Source: an optimization exercise on an open RTL-to-GDS flow (aim: small area). Production flows keep margins and buffers that such runs may drop.
In this exercise RTL edits were held to simulation tests only and were not proved equivalent to the original.
Power and IR drop assume default switching activity.

==> flow/design.v <==
module rf_aoi222 (
    input  logic a1, a2, b1, b2, c1, c2,
    output logic y
);
    assign y = ~((a1 & a2) | (b1 & b2) | (c1 & c2));
endmodule
module rf_aoi22 (
    input  logic a1, a2, b1, b2,
    output logic y
);
    assign y = ~((a1 & a2) | (b1 & b2));
endmodule
module rf_rdbit (
    input  logic [31:0] sel,
    input  logic [31:0] d,
    output logic        y
);
    logic [10:0] t;
    for (genvar g = 0; g < 10; g++) begin : g_aoi
        rf_aoi222 u (.a1(sel[3*g]), .a2(d[3*g]), .b1(sel[3*g+1]), .b2(d[3*g+1]),
                     .c1(sel[3*g+2]), .c2(d[3*g+2]), .y(t[g]));
    end
    rf_aoi22 u_last (.a1(sel[30]), .a2(d[30]), .b1(sel[31]), .b2(d[31]), .y(t[10]));
    assign y = ~&t;
endmodule
module reg_file_nzcv #(
    parameter int unsigned DATA_WIDTH = 64,
    parameter int unsigned ADDR_WIDTH = 5,
    parameter int unsigned NUM_REGS   = 2 ** ADDR_WIDTH,
    parameter int unsigned FLAG_WIDTH = 4,
    parameter int unsigned ZERO_REG   = 31
) (
    input  logic                  clk,
    input  logic                  reset,
    input  logic [ADDR_WIDTH-1:0] read_reg1,
    input  logic [ADDR_WIDTH-1:0] read_reg2,
    output logic [DATA_WIDTH-1:0] read_data1,
    output logic [DATA_WIDTH-1:0] read_data2,
    input  logic                  write_enable,
    input  logic [ADDR_WIDTH-1:0] write_reg,
    input  logic [DATA_WIDTH-1:0] write_data,
    input  logic                  set_flags,
    input  logic [FLAG_WIDTH-1:0] flags_in,
    output logic [FLAG_WIDTH-1:0] flags_out
);
    localparam int unsigned NPHYS = NUM_REGS - 1;
    localparam logic [ADDR_WIDTH-1:0] ZERO_IDX = ADDR_WIDTH'(ZERO_REG);
    logic [DATA_WIDTH-1:0] regs_q [NPHYS];
    logic [FLAG_WIDTH-1:0] flags_q;
    logic wr_active;
    logic bypass1, bypass2;
    logic [DATA_WIDTH-1:0] wdata_gated;
    logic [NUM_REGS-1:0] sel1, sel2;
    always_comb begin
        wr_active   = write_enable && !reset && (write_reg != ZERO_IDX);
        bypass1     = wr_active && (write_reg == read_reg1);
        bypass2     = wr_active && (write_reg == read_reg2);
        wdata_gated = reset ? '0 : write_data;
        for (int i = 0; i < NPHYS; i++) begin
            sel1[i] = !bypass1 && read_reg1 == ADDR_WIDTH'(i);
            sel2[i] = !bypass2 && read_reg2 == ADDR_WIDTH'(i);
        end
        sel1[NUM_REGS-1] = bypass1;
        sel2[NUM_REGS-1] = bypass2;
    end
    for (genvar i = 0; i < NPHYS; i++) begin : g_reg
        always_ff @(posedge clk) begin
            if (reset || (wr_active && write_reg == ADDR_WIDTH'(i))) begin
                regs_q[i] <= wdata_gated;
            end
        end
    end
    always_ff @(posedge clk) begin
        if (reset) begin
            flags_q <= '0;
        end else if (set_flags) begin
            flags_q <= flags_in;
        end
    end
    for (genvar b = 0; b < DATA_WIDTH; b++) begin : g_bit
        logic [NUM_REGS-1:0] col;
        for (genvar i = 0; i < NPHYS; i++) begin : g_col
            assign col[i] = regs_q[i][b];
        end
        assign col[NUM_REGS-1] = write_data[b];
        rf_rdbit u_rd1 (.sel(sel1), .d(col), .y(read_data1[b]));
        rf_rdbit u_rd2 (.sel(sel2), .d(col), .y(read_data2[b]));
    end
    assign flags_out = flags_q;
endmodule
==> flow/run.sh <==
#!/bin/bash
# synth_recipe.tcl (not shown) runs the flow's synth.tcl, then flattens the netlist and writes it again
# the make line also repeats each setting of config.mk as NAME=value (left out here)
make -C /OpenROAD-flow-scripts/flow DESIGN_CONFIG=/design/flow/config.mk WORK_HOME=/design/flow/orfs CLKGATE_MAP_FILE= SYNTH_SCRIPT=/design/flow/synth_recipe.tcl finish
==> flow/config.mk <==
export PLATFORM = sky130hd
export DESIGN_NAME = reg_file_nzcv
export DESIGN_NICKNAME = reg_file_nzcv
export VERILOG_FILES = /design/flow/design.v
export SDC_FILE = /design/flow/constraint.sdc
export NUM_CORES = 4
export LEC_CHECK = 0
export CAP_MARGIN = 20
export CORE_MARGIN = 2
export CORE_UTILIZATION = 40
export SETUP_SLACK_MARGIN = 0.0
export SLEW_MARGIN = 20
export SYNTH_HIERARCHICAL = 1
export SYNTH_MINIMUM_KEEP_SIZE = 0
==> flow/constraint.sdc <==
create_clock -name core_clock -period 7.0 [get_ports {clk}]
set_input_delay 1.4000 -clock core_clock [delete_from_list [all_inputs] [get_ports {clk}]]
set_output_delay 1.4000 -clock core_clock [all_outputs]
set_load 0.01 [all_outputs]
==> qor.log, run 1 <==
qor: run_status.outcome complete, but fails checks
qor: run_status.so.violations setup timing
qor: floorplan.design.portCount 219
qor: global_route.grt.overflow.total 0
qor: yosys.yosysTopAreaCellShare 75.6%
qor: floorplan.fp.coreArea 195000 µm²
qor: yosys.synth_commonest_cells 1984 x sky130_fd_sc_hd__edfxtp_1, 1280 x sky130_fd_sc_hd__a222oi_1, 256 x sky130_fd_sc_hd__nand4_1, 132 x sky130_fd_sc_hd__nand3_1, 129 x sky130_fd_sc_hd__or3_1
qor: critical_path.cp.arrival 5.65 ns
qor: timing.final_min_period_over_clock_period 101%
qor: clock_network.cts_hold_buf 0
qor: power.leakage 31.4 nW
qor: route.postRouteWirelength 326 mm
qor: route.vias 60600
qor: place.gp_congestion 0.911
qor: clock_network.clk_root_buffer_cell sky130_fd_sc_hd__clkbuf_16
qor: timing.timing_worst_slew_pin_value 1.24 ns
qor: timing.worst_clock_skew 0 ns
qor: cells_and_area.post_route_cells_drive_above_1_share 19.6%
qor: clock_network.cts_buffer_depth 3
qor: power.p_total 0.0275 W
qor: critical_path.setup.worst_path.start_class input pin
qor: critical_path.worst_setup_path_end_kind primary output
qor: route.route.antenna.remaining_nets 0
qor: global_route.grt_pass1_vias 58500
qor: min_path.min_delay_worst_type flip-flop to flip-flop
qor: yosys.netlist.top_cell.by_area sky130_fd_sc_hd__edfxtp_1
qor: cells_and_area.fin_nets 5215
qor: timing.timing.final.max_slew_violations 0
qor: cells_and_area.final_core_util 49.6%
qor: yosys.syn-cell-area 78800 µm²
qor: run.timing.max_cap.violations 0
qor: cells_and_area.fill_cells 16200
qor: timing.fmaxAchievable 142 MHz
qor: floorplan.floorplan.die.height 448 µm
qor: timing.worst_slack -0.0521 ns
qor: yosys.synth.ff_latch_count 1988
qor: yosys.synthArstFlopShare 0%
qor: cells_and_area.layout-area-overhead-vs-synth 23.0%
qor: place.dpl_ws -0.0495 ns
qor: yosys.synthMostInstantiatedCell sky130_fd_sc_hd__edfxtp_1
qor: yosys.yosys_most_used_dff sky130_fd_sc_hd__edfxtp_1
qor: timing.rsz0062_at_grt false
qor: critical_path.worstReg2RegStart flags_q[1]$_SDFFE_PP0P_
qor: yosys.post_synth_edffs 1984
qor: floorplan.die_area 201000 µm²
qor: yosys.syn-num-nets 4297
qor: timing.worst_relative_slew_slack 17.5%
qor: route.first_iter_violations 16000
qor: yosys.yosysSeqAreaShare 75.7%
qor: floorplan.floorplan.initialDensity 40.3%
qor: global_route.initial_antenna_violation_count 14
qor: critical_path.critical_path_peak_fanout 25
qor: critical_path.crit_path_start read_reg2[0]
qor: critical_path.timing.critical_path.required 5.60 ns
qor: floorplan.die_w 448 µm
qor: cells_and_area.register_area 59700 µm²
qor: yosys.post_synth_main_area_contributors sky130_fd_sc_hd__edfxtp_1 76%, sky130_fd_sc_hd__a222oi_1 16%, sky130_fd_sc_hd__a22oi_2 2.0%, sky130_fd_sc_hd__nand4_1 2.0%, sky130_fd_sc_hd__or3_1 1.0%
qor: place.buffer_ports.inserted 218
qor: yosys.yosys.cell_types.count 33
qor: clock_network.clock_insertion_delay_worst_skew 0.82 ns
qor: critical_path.timing.setup.critical_path_class input pin to primary output
qor: clock_network.number_of_buffers_created_by_cts 200
qor: floorplan.floorplan.rows 162
qor: clock_network.h-tree-depth 4
qor: timing.setup_tns -0.108 ns
qor: route.wl_per_cell 41.1 µm
qor: timing.timing_hold_violations_final 0
qor: min_path.min_from flags_q[0]$_SDFFE_PP0P_
qor: route.detail_route.drc_violations 0
qor: timing.setup_viol 4
qor: power.worst_ir_drop_vdd 0.000209 V
qor: critical_path.ff2ff_setup_slack 6.40 ns
qor: cells_and_area.multi_input_comb_area 19900 µm²
qor: yosys.ys_warn_count 8
qor: clock_network.cts.sinks 1988
qor: route.vias_per_instance 7.64
qor: clock_network.cts.reportedPaths.clkPinSlew 0.06 ns
qor: place.dpl.hpwl 202 mm
qor: global_route.grt_util_all_layers 31.6%
qor: power.power_density 284 nW/µm²
qor: timing.period_minus_slack 7.05 ns
qor: route.detailedRoute.firstPassIterationCount 13
qor: global_route.grt_max_degree 65
qor: yosys.syn_avg_cell_area 18.7 µm²
qor: yosys.netlist_instances 4210
qor: clock_network.cts_tree yes
qor: global_route.global_route_wire_length_before_repair 447 mm
-- critical path, cell delays in order --
cell                              delay (ns)
sky130_fd_sc_hd__clkdlybuf4s50_1        0.77
sky130_fd_sc_hd__xor2_1                 0.30
sky130_fd_sc_hd__nor4_4                 0.09
sky130_fd_sc_hd__buf_12                 0.18
sky130_fd_sc_hd__buf_4                  0.20
sky130_fd_sc_hd__nor2_4                 0.86
sky130_fd_sc_hd__buf_4                  0.59
sky130_fd_sc_hd__a222oi_1               0.15
sky130_fd_sc_hd__nand4_1                0.26
sky130_fd_sc_hd__or3_1                  0.22
sky130_fd_sc_hd__clkdlybuf4s50_1        0.55
-- layer usage --
layer	routed length [µm]	share of wire, %	GRT usage [%]
met3	52900	16	9.56
met4	19600	6.0	16.4
met1	109000	34	41.2
met2	144000	44	47.7
met5	93	0.029	0
-- Yosys stat by module, one instance, submodules excluded --
module	copies in the design	flip-flops and latches	cells inside	cell area, µm²
reg_file_nzcv	1	1988	2290	61300
rf_rdbit	128	0	4	23.8
rf_aoi22	128	0	1	12.5
rf_aoi222	1280	0	1	10.0
-- per-stage QoR --
step	area [µm²]	cells	hold WS, ns
CTS	96700	7913	0.501
floorplan	79000	4210	0.531
finish	96900	7925	0.493
global placement	89700	7499	0.472
global route	96900	7921	0.539
detailed placement	90500	7543	0.486
-- final timing paths --
kind,end,cells past startpoint
worst min-delay path,flags_q[0]$_SDFFE_PP0P_,2
worst min register to register,flags_q[0]$_SDFFE_PP0P_,2
worst max-delay path,read_data2[25],11
worst max register to register,flags_q[1]$_SDFFE_PP0P_,2
-- cell families (layout without fill, tap and decap cells) --
kind of cell | count (synthesis) | count (layout) | synth area share [%]
buffers and inverters | 33 | 1119 | 0.243
flip-flops | 1988 | 1988 | 75.7
AND/OR/NAND/NOR | 754 | 754 | 5.49
XOR/XNOR | 10 | 10 | 0.111
other | 0 | 5 | 0
AO/OA/AOI/OAI | 1421 | 1421 | 18.4
multiplexers | 4 | 4 | 0.0508
-- what timing repair did --
action / CTS / global route
resized for setup: 0 / 8
pin swaps: 2 / 6
setup endpoints to repair: 2 / 10
endpoints found under the hold margin: 0 / 0
setup buffers: 0 / 3
-- final cells by class --
type | count | area share (%)
clock inverter | 126 | 1.07
timing repair buffer | 748 | 8.13
tap | 2624 | 3.39
sequential | 1988 | 61.6
multi-input combinational | 2189 | 20.5
inverter | 1 | 0.00387
antenna | 5 | 0.0129
clock buffer | 244 | 5.36
-- state kept, by name, summed over array words and instances (netlist names) --
signal   flops
regs_q    1984
flags_q      4
-- report_power, final --
part | switching (W) | internal (W) | leakage (nW) | total [W]
clock network | 0.00466 | 0.00572 | 3.04 | 0.0104
registers | 0.000516 | 0.0143 | 19.2 | 0.0148
logic | 0.00156 | 0.000819 | 9.16 | 0.00238
total | 0.00673 | 0.0208 | 31.4 | 0.0275
-- cells in the final DEF (no fill, tap or decap), types with 12 or more instances in the layout --
cell                              instances
sky130_fd_sc_hd__edfxtp_1              1984
sky130_fd_sc_hd__a222oi_1              1280
sky130_fd_sc_hd__buf_4                  386
sky130_fd_sc_hd__nand4_1                256
sky130_fd_sc_hd__clkdlybuf4s50_1        212
sky130_fd_sc_hd__clkbuf_16              201
sky130_fd_sc_hd__nand3_1                132
sky130_fd_sc_hd__or3_1                  128
sky130_fd_sc_hd__a22oi_2                128
sky130_fd_sc_hd__buf_12                 100
sky130_fd_sc_hd__nor2b_1                 68
sky130_fd_sc_hd__clkinv_1                51
sky130_fd_sc_hd__nand2_1                 49
sky130_fd_sc_hd__clkbuf_1                43
sky130_fd_sc_hd__clkinv_2                40
sky130_fd_sc_hd__nor3_4                  31
sky130_fd_sc_hd__nor2_4                  24
sky130_fd_sc_hd__buf_8                   20
sky130_fd_sc_hd__nand2_4                 17
sky130_fd_sc_hd__buf_16                  13
sky130_fd_sc_hd__bufinv_16               12
sky130_fd_sc_hd__buf_6                   12
==> run 2, diff against run 1 <==
--- a/flow/design.v
+++ b/flow/design.v
@@ -5,9 +5,10 @@
     assign y = ~((a1 & a2) | (b1 & b2) | (c1 & c2));
 endmodule
-module rf_aoi22 (
-    input  logic a1, a2, b1, b2,
-    output logic y
+module rf_comb (
+    input  logic        a1, a2,
+    input  logic [10:0] t,
+    output logic        y
 );
-    assign y = ~((a1 & a2) | (b1 & b2));
+    assign y = (a1 & a2) | ~&t;
 endmodule
 module rf_rdbit (
@@ -21,6 +22,6 @@
                      .c1(sel[3*g+2]), .c2(d[3*g+2]), .y(t[g]));
     end
-    rf_aoi22 u_last (.a1(sel[30]), .a2(d[30]), .b1(sel[31]), .b2(d[31]), .y(t[10]));
-    assign y = ~&t;
+    assign t[10] = ~(sel[30] & d[30]);
+    rf_comb u_comb (.a1(sel[31]), .a2(d[31]), .t(t), .y(y));
 endmodule
 module reg_file_nzcv #(
@@ -51,4 +52,5 @@
     logic bypass1, bypass2;
     logic [DATA_WIDTH-1:0] wdata_gated;
+    logic [NPHYS-1:0] wr_sel;
     logic [NUM_REGS-1:0] sel1, sel2;
     always_comb begin
@@ -58,6 +60,9 @@
         wdata_gated = reset ? '0 : write_data;
         for (int i = 0; i < NPHYS; i++) begin
-            sel1[i] = !bypass1 && read_reg1 == ADDR_WIDTH'(i);
-            sel2[i] = !bypass2 && read_reg2 == ADDR_WIDTH'(i);
+            wr_sel[i] = wr_active && write_reg == ADDR_WIDTH'(i);
+        end
+        for (int i = 0; i < NPHYS; i++) begin
+            sel1[i] = !wr_sel[i] && read_reg1 == ADDR_WIDTH'(i);
+            sel2[i] = !wr_sel[i] && read_reg2 == ADDR_WIDTH'(i);
         end
         sel1[NUM_REGS-1] = bypass1;
@@ -66,5 +71,5 @@
     for (genvar i = 0; i < NPHYS; i++) begin : g_reg
         always_ff @(posedge clk) begin
-            if (reset || (wr_active && write_reg == ADDR_WIDTH'(i))) begin
+            if (reset || wr_sel[i]) begin
                 regs_q[i] <= wdata_gated;
             end
--- a/flow/config.mk
+++ b/flow/config.mk
@@ -6,9 +6,9 @@
 export NUM_CORES = 4
 export LEC_CHECK = 0
-export CAP_MARGIN = 20
+export CAP_MARGIN = 0
 export CORE_MARGIN = 2
-export CORE_UTILIZATION = 40
-export SETUP_SLACK_MARGIN = 0.0
-export SLEW_MARGIN = 20
+export CORE_UTILIZATION = 55
+export SETUP_SLACK_MARGIN = 0.2
+export SLEW_MARGIN = 0
 export SYNTH_HIERARCHICAL = 1
 export SYNTH_MINIMUM_KEEP_SIZE = 0
==> run 2 against run 1 <==
- hold slack better by 0.0038 ns
- largest cell class unchanged
- via count down 0.30%
- critical path depth fell by 1
- synthesized cell count is 0.24% lower
- now clean on timing, DRC and antenna
- worst setup slack better by 0.28 ns
- global-route usage grew 12 points
- register-to-register slack barely moved
- sequential power about the same
- critical path type unchanged
- fmax grew 4.1%
- sequential share of layout area up 2.7 points
- cell count is 13% lower
- first-iteration DRC count is 7.1% higher
- critical endpoint is now read_data1[30]
==> qor.log, run 2 <==
qor: route.wl_per_cell 47.3 µm
qor: cells_and_area.post_layout_nonfiller_instances 6890
qor: timing.final_min_period_over_clock_period 96.8%
qor: floorplan.die_w 382 µm
qor: timing.worst_clock_skew 0 ns
qor: global_route.initial_antenna_violation_count 2
qor: floorplan.floorplan.rows 138
qor: critical_path.crit_path_start write_reg[0]
qor: power.worst_ir_drop_vdd 0.000267 V
qor: timing.fmaxAchievable 148 MHz
qor: clock_network.cts_tree yes
qor: timing.setup_viol 0
qor: critical_path.worstReg2RegStart flags_q[1]$_SDFFE_PP0P_
qor: place.post-place-cells 6522
qor: yosys.synth_commonest_cells 1984 x sky130_fd_sc_hd__edfxtp_1, 1280 x sky130_fd_sc_hd__a222oi_1, 258 x sky130_fd_sc_hd__nand4_1, 137 x sky130_fd_sc_hd__nand2_1, 133 x sky130_fd_sc_hd__nand3_1
qor: timing.timing_hold_violations_final 0
qor: place.gp_congestion 0.857
qor: power.power_density 295 nW/µm²
qor: clock_network.h-tree-depth 4
qor: yosys.syn-num-nets 4287
qor: cells_and_area.registers_with_the_most_flip_flops regs_q x1984, flags_q x4
qor: timing.rsz0062_at_grt false
qor: yosys.yosysSeqAreaShare 76.0%
qor: route.vias 60400
qor: global_route.grt.overflow.total 0
qor: clock_network.cts.reportedPaths.clkPinSlew 0.06 ns
qor: yosys.netlist.top_cell.by_area sky130_fd_sc_hd__edfxtp_1
qor: cells_and_area.fin_nets 4919
qor: clock_network.clock_insertion_delay_worst_skew 0.85 ns
qor: yosys.post_synth_main_area_contributors sky130_fd_sc_hd__edfxtp_1 76%, sky130_fd_sc_hd__a222oi_1 16%, sky130_fd_sc_hd__nand4_1 2.1%, sky130_fd_sc_hd__a2111o_1 1.8%, sky130_fd_sc_hd__nand3_1 0.85%
qor: place.buffer_ports.inserted 218
qor: timing.timing_worst_slew_pin_value 1.29 ns
qor: floorplan.floorplan.die.height 382 µm
qor: global_route.global_route_wire_length_before_repair 443 mm
qor: critical_path.timing.critical_path.required 5.60 ns
qor: place.dpl.hpwl 158 mm
qor: yosys.yosys_most_used_dff sky130_fd_sc_hd__edfxtp_1
qor: clock_network.cts.sinks 1988
qor: cells_and_area.layout_commonest_cell sky130_fd_sc_hd__edfxtp_1
qor: min_path.min_delay_worst_type flip-flop to flip-flop
qor: floorplan.floorplan.initialDensity 55.4%
qor: cells_and_area.mostFrequentLayoutCells 1984 x sky130_fd_sc_hd__edfxtp_1, 1280 x sky130_fd_sc_hd__a222oi_1, 258 x sky130_fd_sc_hd__nand4_1, 217 x sky130_fd_sc_hd__clkdlybuf4s50_1, 199 x sky130_fd_sc_hd__clkbuf_16
qor: cells_and_area.final_core_util 65.6%
qor: cells_and_area.layout-area-overhead-vs-synth 18.3%
qor: route.vias_per_instance 8.77
qor: timing.setup_tns 0 ns
qor: global_route.grt_util_all_layers 43.6%
qor: yosys.yosysTopAreaCellShare 75.9%
qor: min_path.min_from flags_q[3]$_SDFFE_PP0P_
qor: yosys.netlist_instances 4200
qor: clock_network.clk_root_buffer_cell sky130_fd_sc_hd__clkbuf_16
qor: route.postRouteWirelength 326 mm
qor: route.route.antenna.remaining_nets 0
qor: floorplan.design.portCount 219
qor: global_route.grt_pass1_vias 57600
qor: yosys.ys_warn_count 8
qor: timing.worst_relative_slew_slack 14.0%
qor: floorplan.fp.coreArea 142000 µm²
qor: cells_and_area.largest_register_ff_count 1984
qor: run.timing.max_cap.violations 0
qor: timing.timing.final.max_slew_violations 0
qor: route.first_iter_violations 17100
qor: yosys.synth.ff_latch_count 1988
qor: cells_and_area.largest-register regs_q
qor: clock_network.number_of_buffers_created_by_cts 198
qor: route.detailedRoute.firstPassIterationCount 13
qor: run_status.outcome complete, no violations
qor: yosys.syn_avg_cell_area 18.7 µm²
qor: critical_path.cp.arrival 5.37 ns
qor: yosys.post_synth_edffs 1984
qor: yosys.synthMostInstantiatedCell sky130_fd_sc_hd__edfxtp_1
qor: power.p_total 0.0274 W
qor: critical_path.setup.worst_path.start_class input pin
qor: route.detail_route.drc_violations 0
qor: cells_and_area.post_route_cells_drive_above_1_share 12.6%
qor: clock_network.cts_buffer_depth 3
qor: yosys.syn-cell-area 78400 µm²
qor: critical_path.timing.setup.critical_path_class input pin to primary output
qor: floorplan.die_area 146000 µm²
qor: global_route.grt_max_degree 65
qor: critical_path.worst_setup_path_end_kind primary output
qor: clock_network.post_cts.repair.setup_buffers 0
qor: yosys.yosys.cell_types.count 30
qor: critical_path.critical_path_peak_fanout 64
qor: timing.period_minus_slack 6.77 ns
qor: yosys.synthArstFlopShare 0%
qor: power.leakage 30.0 nW
## run 2: kinds of logic (layout without fill, tap and decap cells)
kind of cell,after synthesis,after routing,synth area share [%]
AOI/OAI and AO/OA,1415,1415,18.2
buffers and inverters,37,835,0.278
DFF,1988,1988,76.0
and+or+nand+nor,746,746,5.28
xor gates and xnor gates,10,10,0.112
other,0,2,0
muxes,4,4,0.0510
## run 2: worst paths after layout
kind	end	depth (start not counted)	slack [ns]
min	flags_q[3]$_SDFFE_PP0P_	2	0.50
max	read_data1[30]	10	0.23
max reg2reg	flags_q[1]$_SDFFE_PP0P_	2	6.40
min reg2reg	flags_q[3]$_SDFFE_PP0P_	2	0.50
## run 2: layout make-up
class	count	area, µm²
diodes	2	5.00
clock buffers	243	5140
clock inverters	123	1110
fillers	9810	48800
multi-input cells	2175	19500
flip-flops and latches	1988	59700
well taps	1890	2360
repair buffers	469	5090
## run 2: timing repair
action                                  4_1_cts  5_1_grt
gates resized for setup                       0        1
endpoints found under the setup margin        0        2
hold buffers                                  0        0
## run 2: metrics by stage
stage	area, µm²	worst slack, ns	hold WS, ns
2_1_floorplan	78800	0.228	0.531
3_3_place_gp	86600	0.454	0.481
3_5_place_dp	86600	0.417	0.492
4_1_cts	92800	0.401	0.506
5_1_grt	92800	0.249	0.545
6_report	92800	0.226	0.497
## run 2: critical path, cell delays in order
cell and delay [ns]:
sky130_fd_sc_hd__clkdlybuf4s50_1 0.58, sky130_fd_sc_hd__nand2b_1 0.53, sky130_fd_sc_hd__nor3_1 0.38, sky130_fd_sc_hd__buf_4 0.20
sky130_fd_sc_hd__nor3_4 0.04, sky130_fd_sc_hd__buf_12 0.29, sky130_fd_sc_hd__a222oi_1 0.52, sky130_fd_sc_hd__nand4_1 0.24
sky130_fd_sc_hd__a2111o_1 0.50, sky130_fd_sc_hd__clkdlybuf4s50_1 0.53
## run 2: power by group
part | internal (W) | total, W | leakage (nW) | switching, W
Clock | 0.00581 | 0.0104 | 3.06 | 0.00457
Combinational | 0.000774 | 0.00229 | 7.72 | 0.00152
Sequential | 0.0142 | 0.0147 | 19.2 | 0.000486
Total | 0.0208 | 0.0274 | 30.0 | 0.00658
## run 2: per-layer routing
| metal | share of wire (%) | GRT usage (%) |
|---|---|---|
| met1 | 33 | 59.5 |
| met2 | 41 | 61.2 |
| met3 | 19 | 16.4 |
| met4 | 6.1 | 22.9 |
| met5 | 0.0040 | 0 |
## run 2: per-module statistics from Yosys (local to each module, per instance)
| module | cells | area, µm² | flops+latches |
|---|---|---|---|
| rf_rdbit | 1 | 3.75 | 0 |
| reg_file_nzcv | 2280 | 61500 | 1988 |
| rf_aoi222 | 1 | 10.0 | 0 |
| rf_comb | 4 | 28.8 | 0 |
==> run 3, diff against run 2 <==
==> flow/flow/run.sh (new file) <==
#!/bin/bash
# The standard layout, except that the port buffers are the smallest buffer
# (buf_1) instead of the resizer's default pick. Everything else, including
# synthesis, is the standard.sh.
set -euo pipefail
bash standard.sh "BUFFER_PORTS_ARGS=-buffer_cell sky130_fd_sc_hd__buf_1" finish > standard_make.log 2>&1
==> flow/standard.sh (new file) <==
#!/bin/bash
# synth_recipe.tcl (not shown) runs the flow's synth.tcl, then flattens the netlist and writes it again
# the make line also repeats each setting of config.mk as NAME=value (left out here)
make -C /OpenROAD-flow-scripts/flow DESIGN_CONFIG=/design/flow/config.mk WORK_HOME=/design/flow/orfs CLKGATE_MAP_FILE= SYNTH_SCRIPT=/design/flow/synth_recipe.tcl "${@:-finish}"
--- a/flow/config.mk
+++ b/flow/config.mk
@@ -9,4 +9,7 @@
 export CORE_MARGIN = 2
 export CORE_UTILIZATION = 55
+export CTS_BUF_LIST = sky130_fd_sc_hd__clkbuf_16
+export CTS_CLUSTER_DIAMETER = 80
+export CTS_CLUSTER_SIZE = 20
 export SETUP_SLACK_MARGIN = 0.2
 export SLEW_MARGIN = 0
removed: flow/run.sh
==> run 3 against run 2 <==
- combinational power shrank 12%
- register-to-register slack about the same
- clock power shrank 34%
- global-route usage shrank 1.7 points
- still clean
- sequential power is essentially flat
- worst setup slack gained 0.51 ns
- core utilization down 3.5 points
- die area stayed put
- hold slack improved by 0.011 ns
- largest power group unchanged
- synthesized area unchanged
- via count is 3.2% lower
- sequential cell count unchanged
==> qor.log, run 3 <==
qor: clock_network.post_cts.resized_instances 0
qor: clock_network.number_of_buffers_created_by_cts 113
qor: power.leakage 27.6 nW
qor: yosys.syn-cell-area 78400 µm²
qor: run_status.outcome complete, no violations
qor: yosys.synth_commonest_cells 1984 x sky130_fd_sc_hd__edfxtp_1, 1280 x sky130_fd_sc_hd__a222oi_1, 258 x sky130_fd_sc_hd__nand4_1, 137 x sky130_fd_sc_hd__nand2_1, 133 x sky130_fd_sc_hd__nand3_1
qor: clock_network.clk_root_buffer_cell sky130_fd_sc_hd__clkbuf_16
qor: min_path.min_delay_worst_type flip-flop to flip-flop
qor: clock_network.cts_tree yes
qor: floorplan.floorplan.rows 138
qor: floorplan.floorplan.die.height 382 µm
qor: cells_and_area.layout-area-overhead-vs-synth 12.0%
qor: global_route.grt.overflow.total 0
qor: cells_and_area.post_layout_nonfiller_instances 6630
qor: timing.rsz0062_at_grt false
qor: yosys.combinational_family_with_the_most_area_after_synthesis compound AO/OA/AOI/OAI gates
qor: timing.worst_relative_slew_slack 15.2%
qor: timing.worst_clock_skew 0 ns
qor: cells_and_area.mostFrequentLayoutCells 1984 x sky130_fd_sc_hd__edfxtp_1, 1280 x sky130_fd_sc_hd__a222oi_1, 258 x sky130_fd_sc_hd__nand4_1, 217 x sky130_fd_sc_hd__buf_1, 153 x sky130_fd_sc_hd__buf_4
qor: power.power_density 268 nW/µm²
qor: yosys.synth_compound_gate_area_share 18.2%
qor: yosys.yosys_most_used_dff sky130_fd_sc_hd__edfxtp_1
qor: yosys.yosys.cell_types.count 30
qor: yosys.post_synth_and_or_nand_nor_area_fraction 5.28%
qor: route.first_iter_violations 16600
qor: timing.timing.final.max_slew_violations 0
qor: route.postRouteWirelength 313 mm
qor: run.timing.max_cap.violations 0
qor: critical_path.ff2ff_setup_slack 6.39 ns
qor: yosys.netlist_instances 4200
qor: timing.setup_tns 0 ns
qor: critical_path.timing.setup.critical_path_class input pin to primary output
qor: clock_network.h-tree-depth 3
qor: critical_path.worst_setup_path_end_kind primary output
qor: floorplan.design.portCount 219
qor: yosys.post_synth_edffs 1984
qor: critical_path.worst-r2r-cell-count 2
qor: route.vias_per_instance 8.81
qor: global_route.grt_max_degree 65
qor: place.dpl.hpwl 154 mm
qor: yosys.synthAdderAreaFrac 0%
qor: floorplan.floorplan.initialDensity 55.4%
qor: timing.fmaxAchievable 160 MHz
qor: yosys.ys_warn_count 8
qor: place.buffer_ports.inserted 218
qor: floorplan.fp.coreArea 142000 µm²
qor: yosys.synthArstFlopShare 0%
qor: yosys.netlist.top_cell.by_area sky130_fd_sc_hd__edfxtp_1
qor: route.route.antenna.remaining_nets 0
qor: yosys.synth-xor-area-share 0.112%
qor: route.detail_route.drc_violations 0
qor: cells_and_area.layout_commonest_cell sky130_fd_sc_hd__edfxtp_1
qor: route.vias 58400
qor: global_route.initial_antenna_violation_count 6
qor: min_path.min_from flags_q[3]$_SDFFE_PP0P_
qor: cells_and_area.registers_with_the_most_flip_flops regs_q x1984, flags_q x4
qor: yosys.synth.ff_latch_count 1988
qor: route.detailedRoute.firstPassIterationCount 14
qor: timing.period_minus_slack 6.27 ns
qor: clock_network.cts_hold_buf 0
qor: cells_and_area.largest-register regs_q
qor: place.post-place-cells 6488
qor: critical_path.cp.arrival 4.87 ns
qor: global_route.grt_util_all_layers 41.9%
qor: critical_path.worstReg2RegStart flags_q[0]$_SDFFE_PP0P_
qor: yosys.post_synth_main_area_contributors sky130_fd_sc_hd__edfxtp_1 76%, sky130_fd_sc_hd__a222oi_1 16%, sky130_fd_sc_hd__nand4_1 2.1%, sky130_fd_sc_hd__a2111o_1 1.8%, sky130_fd_sc_hd__nand3_1 0.85%
qor: yosys.yosysTopAreaCellShare 75.9%
qor: clock_network.cts.sinks 1988
qor: clock_network.cts.reportedPaths.clkPinSlew 0.08 ns
qor: place.gp_congestion 0.853
qor: cells_and_area.layout.cell_area.non_filler 87800 µm²
qor: yosys.synthMuxAreaShare 0.0510%
qor: clock_network.post_cts.repair.setup_buffers 0
qor: critical_path.setup.worst_path.start_class input pin
qor: clock_network.clock_insertion_delay_worst_skew 0.76 ns
qor: floorplan.die_area 146000 µm²
qor: global_route.grt_pass1_vias 56000
qor: timing.timing_hold_violations_final 0
qor: power.worst_ir_drop_vdd 0.000233 V
qor: place.place_area 84700 µm²
qor: cells_and_area.post_route_cells_drive_above_1_share 9.65%
qor: cells_and_area.fin_nets 4800
qor: cells_and_area.largest_register_ff_count 1984
qor: critical_path.endpoint read_data2[7]
qor: yosys.syn-num-nets 4287
qor: critical_path.timing.critical_path.required 5.60 ns
qor: yosys.synthMostInstantiatedCell sky130_fd_sc_hd__edfxtp_1
qor: timing.final_min_period_over_clock_period 89.5%
qor: timing.timing_worst_slew_pin_value 1.27 ns
qor: floorplan.die_w 382 µm
qor: yosys.syn_avg_cell_area 18.7 µm²
qor: timing.setup_viol 0
qor: route.wl_per_cell 47.2 µm
qor: critical_path.timing.rr.end flags_q[0]$_SDFFE_PP0P_
qor: global_route.global_route_wire_length_before_repair 428 mm
qor: yosys.yosysSeqAreaShare 76.0%
qor: clock_network.cts_buffer_depth 3
qor: critical_path.critical_path_peak_fanout 64
qor: critical_path.crit_path_start write_reg[4]
qor: power.p_total 0.0235 W
run 3: cell counts after synthesis:
Identical to the previous run, type by type.
run 3: layer usage:
metal | up-vias | wire [µm] | global-route usage, %
li1 | 22000 | - | -
met1 | 29000 | 105000 | 56.6
met2 | 6227 | 137000 | 62.3
met3 | 1168 | 53300 | 13.1
met4 | 8 | 17900 | 19.9
met5 | - | 43 | 0.298
run 3: cell families after synthesis:
family	Yosys count
and+or+nand+nor	746
xor gates and xnor gates	10
buffers and inverters	37
AOI/OAI and AO/OA	1415
muxes	4
DFF	1988
run 3: worst min path at each step:
stage,endpoint,cells after the start
4_1_cts,flags_q[3]$_SDFFE_PP0P_,2
3_5_place_dp,flags_q[3]$_SDFFE_PP0P_,2
6_report,flags_q[3]$_SDFFE_PP0P_,2
3_3_place_gp,flags_q[0]$_SDFFE_PP0P_,2
5_1_grt,flags_q[3]$_SDFFE_PP0P_,2
2_1_floorplan,flags_q[0]$_SDFFE_PP0P_,2
run 3: final cells by class:
class | instances | area (µm²)
multi-input combinational | 2175 | 19500
timing repair buffer | 435 | 3250
clock inverter | 25 | 253
clock buffer | 114 | 2850
fill | 10200 | 53700
antenna | 3 | 7.51
tap | 1890 | 2360
sequential | 1988 | 59700
run 3: where the power goes:
group	switching [W]	internal, W	total, W
sequential	0.000488	0.0142	0.0147
combinational	0.00147	0.000539	0.00201
clock	0.00380	0.00303	0.00683
run 3: critical path: stages:
cell	delay, ns
sky130_fd_sc_hd__buf_1	0.16
sky130_fd_sc_hd__or3b_1	0.62
sky130_fd_sc_hd__nor3_1	0.72
sky130_fd_sc_hd__nor3_4	0.11
sky130_fd_sc_hd__buf_12	0.27
sky130_fd_sc_hd__a222oi_1	0.47
sky130_fd_sc_hd__nand4_1	0.37
sky130_fd_sc_hd__a2111o_1	0.50
sky130_fd_sc_hd__buf_1	0.14
run 3: Yosys stat by module (local to each module, per instance):
module | times used | cells | flops+latches
rf_rdbit | 128 | 1 | 0
rf_comb | 128 | 4 | 0
reg_file_nzcv | 1 | 2280 | 1988
rf_aoi222 | 1280 | 1 | 0
run 3: metrics by stage:
stage / utilization (%) / worst slack, ns / hold WS (ns)
2_1_floorplan: - / 0.228 / 0.531
3_3_place_gp: 59.8 / 0.929 / 0.498
3_5_place_dp: 59.8 / 0.874 / 0.491
4_1_cts: 62.0 / 0.828 / 0.511
5_1_grt: 62.0 / 0.572 / 0.535
6_report: 62.0 / 0.732 / 0.508
==> run 4, diff against run 3 <==
--- a/flow/config.mk
+++ b/flow/config.mk
@@ -8,8 +8,8 @@
 export CAP_MARGIN = 0
 export CORE_MARGIN = 2
-export CORE_UTILIZATION = 55
+export CORE_UTILIZATION = 60
 export CTS_BUF_LIST = sky130_fd_sc_hd__clkbuf_16
-export CTS_CLUSTER_DIAMETER = 80
-export CTS_CLUSTER_SIZE = 20
+export CTS_CLUSTER_DIAMETER = 90
+export CTS_CLUSTER_SIZE = 24
 export SETUP_SLACK_MARGIN = 0.2
 export SLEW_MARGIN = 0
==> run 4 against run 3 <==
- synthesized cell count unchanged
- global-route usage increased by 3.6 points
- critical path type unchanged
- fmax down 5.3%
- synthesized area unchanged
==> qor.log, run 4 <==
qor: run_status.outcome complete, no violations
qor: yosys.yosys.cell_types.count 30
qor: yosys.synth.ff_latch_count 1988
qor: route.wl_per_cell 47.4 µm
qor: cells_and_area.final_core_util 67.4%
qor: power.power.clock.fraction 26.5%
qor: yosys.post_synth_main_area_contributors sky130_fd_sc_hd__edfxtp_1 76%, sky130_fd_sc_hd__a222oi_1 16%, sky130_fd_sc_hd__nand4_1 2.1%, sky130_fd_sc_hd__a2111o_1 1.8%, sky130_fd_sc_hd__nand3_1 0.85%
qor: timing.timing_worst_slew_pin_value 1.32 ns
qor: global_route.global_route_wire_length_before_repair 421 mm
qor: yosys.yosys_most_used_dff sky130_fd_sc_hd__edfxtp_1
qor: power.swShare 24.5%
qor: clock_network.clk_root_buffer_cell sky130_fd_sc_hd__clkbuf_16
qor: clock_network.cts.sinks 1988
qor: yosys.syn_avg_cell_area 18.7 µm²
qor: critical_path.path_cells buf_1 > nand2b_1 > nor3_1 > nor3_4 > buf_4 > a222oi_1 > nand4_1 > a2111o_1 > buf_1
qor: power.internal_power 0.0172 W
qor: route.vias 59400
qor: timing.worst_clock_skew 0 ns
qor: floorplan.fp.coreArea 130000 µm²
qor: floorplan.die_area 134000 µm²
qor: yosys.synthArstFlopShare 0%
qor: yosys.netlist.top_cell.by_area sky130_fd_sc_hd__edfxtp_1
qor: cells_and_area.largest_register_ff_count 1984
qor: critical_path.timing.critical_path.required 5.60 ns
qor: cells_and_area.fill_cells 8776
qor: timing.timing_hold_violations_final 0
qor: global_route.grt.overflow.total 0
qor: route.detail_route.drc_violations 0
qor: cells_and_area.layout_commonest_cell sky130_fd_sc_hd__edfxtp_1
qor: timing.period_minus_slack 6.62 ns
qor: critical_path.cp_slowest_stage_delay 0.94 ns
qor: yosys.synth_commonest_cells 1984 x sky130_fd_sc_hd__edfxtp_1, 1280 x sky130_fd_sc_hd__a222oi_1, 258 x sky130_fd_sc_hd__nand4_1, 137 x sky130_fd_sc_hd__nand2_1, 133 x sky130_fd_sc_hd__nand3_1
qor: yosys.syn-num-nets 4287
qor: clock_network.clock_insertion_delay_worst_skew 0.74 ns
qor: clock_network.number_of_buffers_created_by_cts 93
qor: clock_network.cts_buffer_depth 3
qor: critical_path.critical_path_peak_fanout 31
qor: timing.setup_viol 0
qor: route.first_iter_violations 18000
qor: yosys.synthMostInstantiatedCell sky130_fd_sc_hd__edfxtp_1
qor: timing.rsz0062_at_grt false
qor: place.post-place-cells 6419
qor: yosys.netlist_instances 4200
qor: clock_network.cts.reportedPaths.clkPinSlew 0.09 ns
qor: critical_path.critical_path_most_common_cell sky130_fd_sc_hd__buf_1
qor: clock_network.post_cts.repair.setup_buffers 0
qor: min_path.min_from flags_q[3]$_SDFFE_PP0P_
qor: critical_path.setup.worst_path.start_class input pin
qor: floorplan.floorplan.die.height 366 µm
qor: critical_path.crit_path_start write_reg[2]
qor: power.leakage 27.7 nW
qor: timing.timing.final.max_slew_violations 0
qor: cells_and_area.register_area 59700 µm²
qor: yosys.yosysSeqAreaShare 76.0%
qor: route.vias_per_instance 9.10
qor: yosys.yosysTopAreaCellShare 75.9%
qor: power.power_density 261 nW/µm²
qor: min_path.min_delay_worst_type flip-flop to flip-flop
qor: timing.worst_relative_slew_slack 12.0%
qor: cells_and_area.registers_with_the_most_flip_flops regs_q x1984, flags_q x4
qor: power.share_comb_of_total_power 8.9%
qor: global_route.grt_max_degree 65
qor: clock_network.h-tree-depth 3
qor: cells_and_area.post_layout_nonfiller_instances 6525
qor: timing.final_min_period_over_clock_period 94.6%
qor: floorplan.floorplan.rows 132
qor: route.detailedRoute.firstPassIterationCount 14
qor: floorplan.die_w 366 µm
qor: run.timing.max_cap.violations 0
qor: cells_and_area.mostFrequentLayoutCells 1984 x sky130_fd_sc_hd__edfxtp_1, 1280 x sky130_fd_sc_hd__a222oi_1, 258 x sky130_fd_sc_hd__nand4_1, 253 x sky130_fd_sc_hd__buf_4, 217 x sky130_fd_sc_hd__buf_1
qor: power.worst_ir_drop_vdd 0.000212 V
qor: cells_and_area.multi_input_comb_area 19500 µm²
qor: critical_path.cp.arrival 5.22 ns
qor: floorplan.design.portCount 219
qor: place.gp_congestion 0.917
qor: yosys.post_synth_edffs 1984
qor: cells_and_area.post_route_cells_drive_above_1_share 10.7%
qor: clock_network.post_cts.resized_instances 0
qor: critical_path.timing.setup.critical_path_class input pin to primary output
qor: timing.fmaxAchievable 151 MHz
qor: yosys.syn-cell-area 78400 µm²
qor: power.switchingPower 0.00557 W
qor: place.buffer_ports.inserted 218
qor: clock_network.cts_hold_buf 0
qor: cells_and_area.layout-area-overhead-vs-synth 11.3%
qor: timing.setup_tns 0 ns
qor: critical_path.worst_setup_path_end_kind primary output
qor: yosys.ys_warn_count 8
qor: critical_path.worstReg2RegStart flags_q[1]$_SDFFE_PP0P_
qor: place.dpl.hpwl 171 mm
qor: critical_path.crit_slowest_cell sky130_fd_sc_hd__nor3_4
qor: clock_network.cts_tree yes
qor: cells_and_area.fin_nets 4859
qor: route.postRouteWirelength 309 mm
qor: power.power.share.sequential 64.6%
qor: cells_and_area.largest-register regs_q
qor: route.route.antenna.remaining_nets 0
qor: floorplan.floorplan.initialDensity 60.5%
qor: global_route.initial_antenna_violation_count 11
qor: global_route.grt_pass1_vias 56400
qor: global_route.grt_util_all_layers 45.5%
## run 4: cell counts after synthesis
Identical to the previous run, type by type.
## run 4: layer usage
layer	share of wire (%)	GRT usage (%)
met5	0.096	0.944
met4	6.4	23.8
met3	20	19.7
met2	41	64.2
met1	32	59.9
## run 4: critical path: cells and delay by family
| kind | cells | cell delay (ns) |
|---|---|---|
| and+or+nand+nor | 4 | 1.98 |
| AOI/OAI and AO/OA | 2 | 0.52 |
| buffers and inverters | 3 | 1.18 |
## run 4: final cells by class
class / count / area share (%)
Clock buffer: 95 / 2.72
Timing Repair Buffer: 514 / 4.10
Multi-Input combinational cell: 2175 / 22.3
Antenna cell: 4 / 0.0115
Sequential cell: 1988 / 68.3
Tap cell: 1742 / 2.50
Clock inverter: 7 / 0.0917
## run 4: logic make-up (layout without fill, tap and decap cells)
family | Yosys count | count (layout) | share of synthesized area (%)
DFF | 1988 | 1988 | 76.0
AOI/OAI and AO/OA | 1415 | 1415 | 18.2
and+or+nand+nor | 746 | 746 | 5.28
buffers and inverters | 37 | 616 | 0.278
xor gates and xnor gates | 10 | 10 | 0.112
muxes | 4 | 4 | 0.0510
other | 0 | 4 | 0
## run 4: worst paths after layout
path	slack (ns)	to	cells past startpoint
min reg2reg	0.50	flags_q[3]$_SDFFE_PP0P_	2
min	0.50	flags_q[3]$_SDFFE_PP0P_	2
max	0.38	read_data2[6]	9
max reg2reg	6.38	flags_q[1]$_SDFFE_PP0P_	2
## run 4: through the flow
stage | total power (W) | cell area (µm²) | hold slack (ns) | setup WS, ns
after floorplan | 0.0158 | 78800 | 0.531 | 0.228
final | 0.0228 | 87300 | 0.497 | 0.379
after global placement | 0.0168 | 84900 | 0.471 | 0.700
after CTS | 0.0226 | 87300 | 0.505 | 0.596
after detailed placement | 0.0169 | 84900 | 0.482 | 0.618
after global routing | 0.0233 | 87300 | 0.561 | 0.426
## run 4: power groups by stage
stage | Clock, W | Combinational, W | Sequential (W)
floorplan | 0 | 0.000963 | 0.0148
global placement | 0 | 0.00191 | 0.0149
detailed placement | 0 | 0.00193 | 0.0149
CTS | 0.00601 | 0.00193 | 0.0147
global route | 0.00642 | 0.00206 | 0.0148
finish | 0.00604 | 0.00203 | 0.0147
## run 4: modules after synthesis (local to each module, per instance)
module / copies in the design / cells inside / flops+latches
rf_rdbit: 128 / 1 / 0
rf_aoi222: 1280 / 1 / 0
reg_file_nzcv: 1 / 2280 / 1988
rf_comb: 128 / 4 / 0

-- static timing again, ports no longer ideal --
The results above use ideal ports. As a check the final layouts listed here were re-extracted and re-timed, cells and wires unchanged. Step 1 (the two cells are an assumption about what drives the block):
set clk [get_ports {clk}]
set_driving_cell -lib_cell sky130_fd_sc_hd__clkbuf_16 $clk
set_driving_cell -lib_cell sky130_fd_sc_hd__buf_2 [delete_from_list [all_inputs] $clk]
Step 2 adds t to the input delays and takes it off the output delays; t is the mean of the earliest and latest rising clock arrival at the registers after step 1. Input paths then give back, and output paths get back, about the clock's delay inside the block. Three values: no drivers, after step 1, after step 2; two values: the first two.
run	t, ns	setup slack, ns	cell pins on the clock port's net
run 1	0.928	-0.052 / -0.081 / -0.081	1
run 2	0.924	0.226 / 0.203 / 0.203	1
run 3	0.841	0.732 / 0.712 / 0.712	1
run 4	0.826	0.379 / 0.349 / 0.349	1
The setup slack of run 4, which loses most, moves by -0.030 ns with the drivers and by -0.030 ns with both steps.
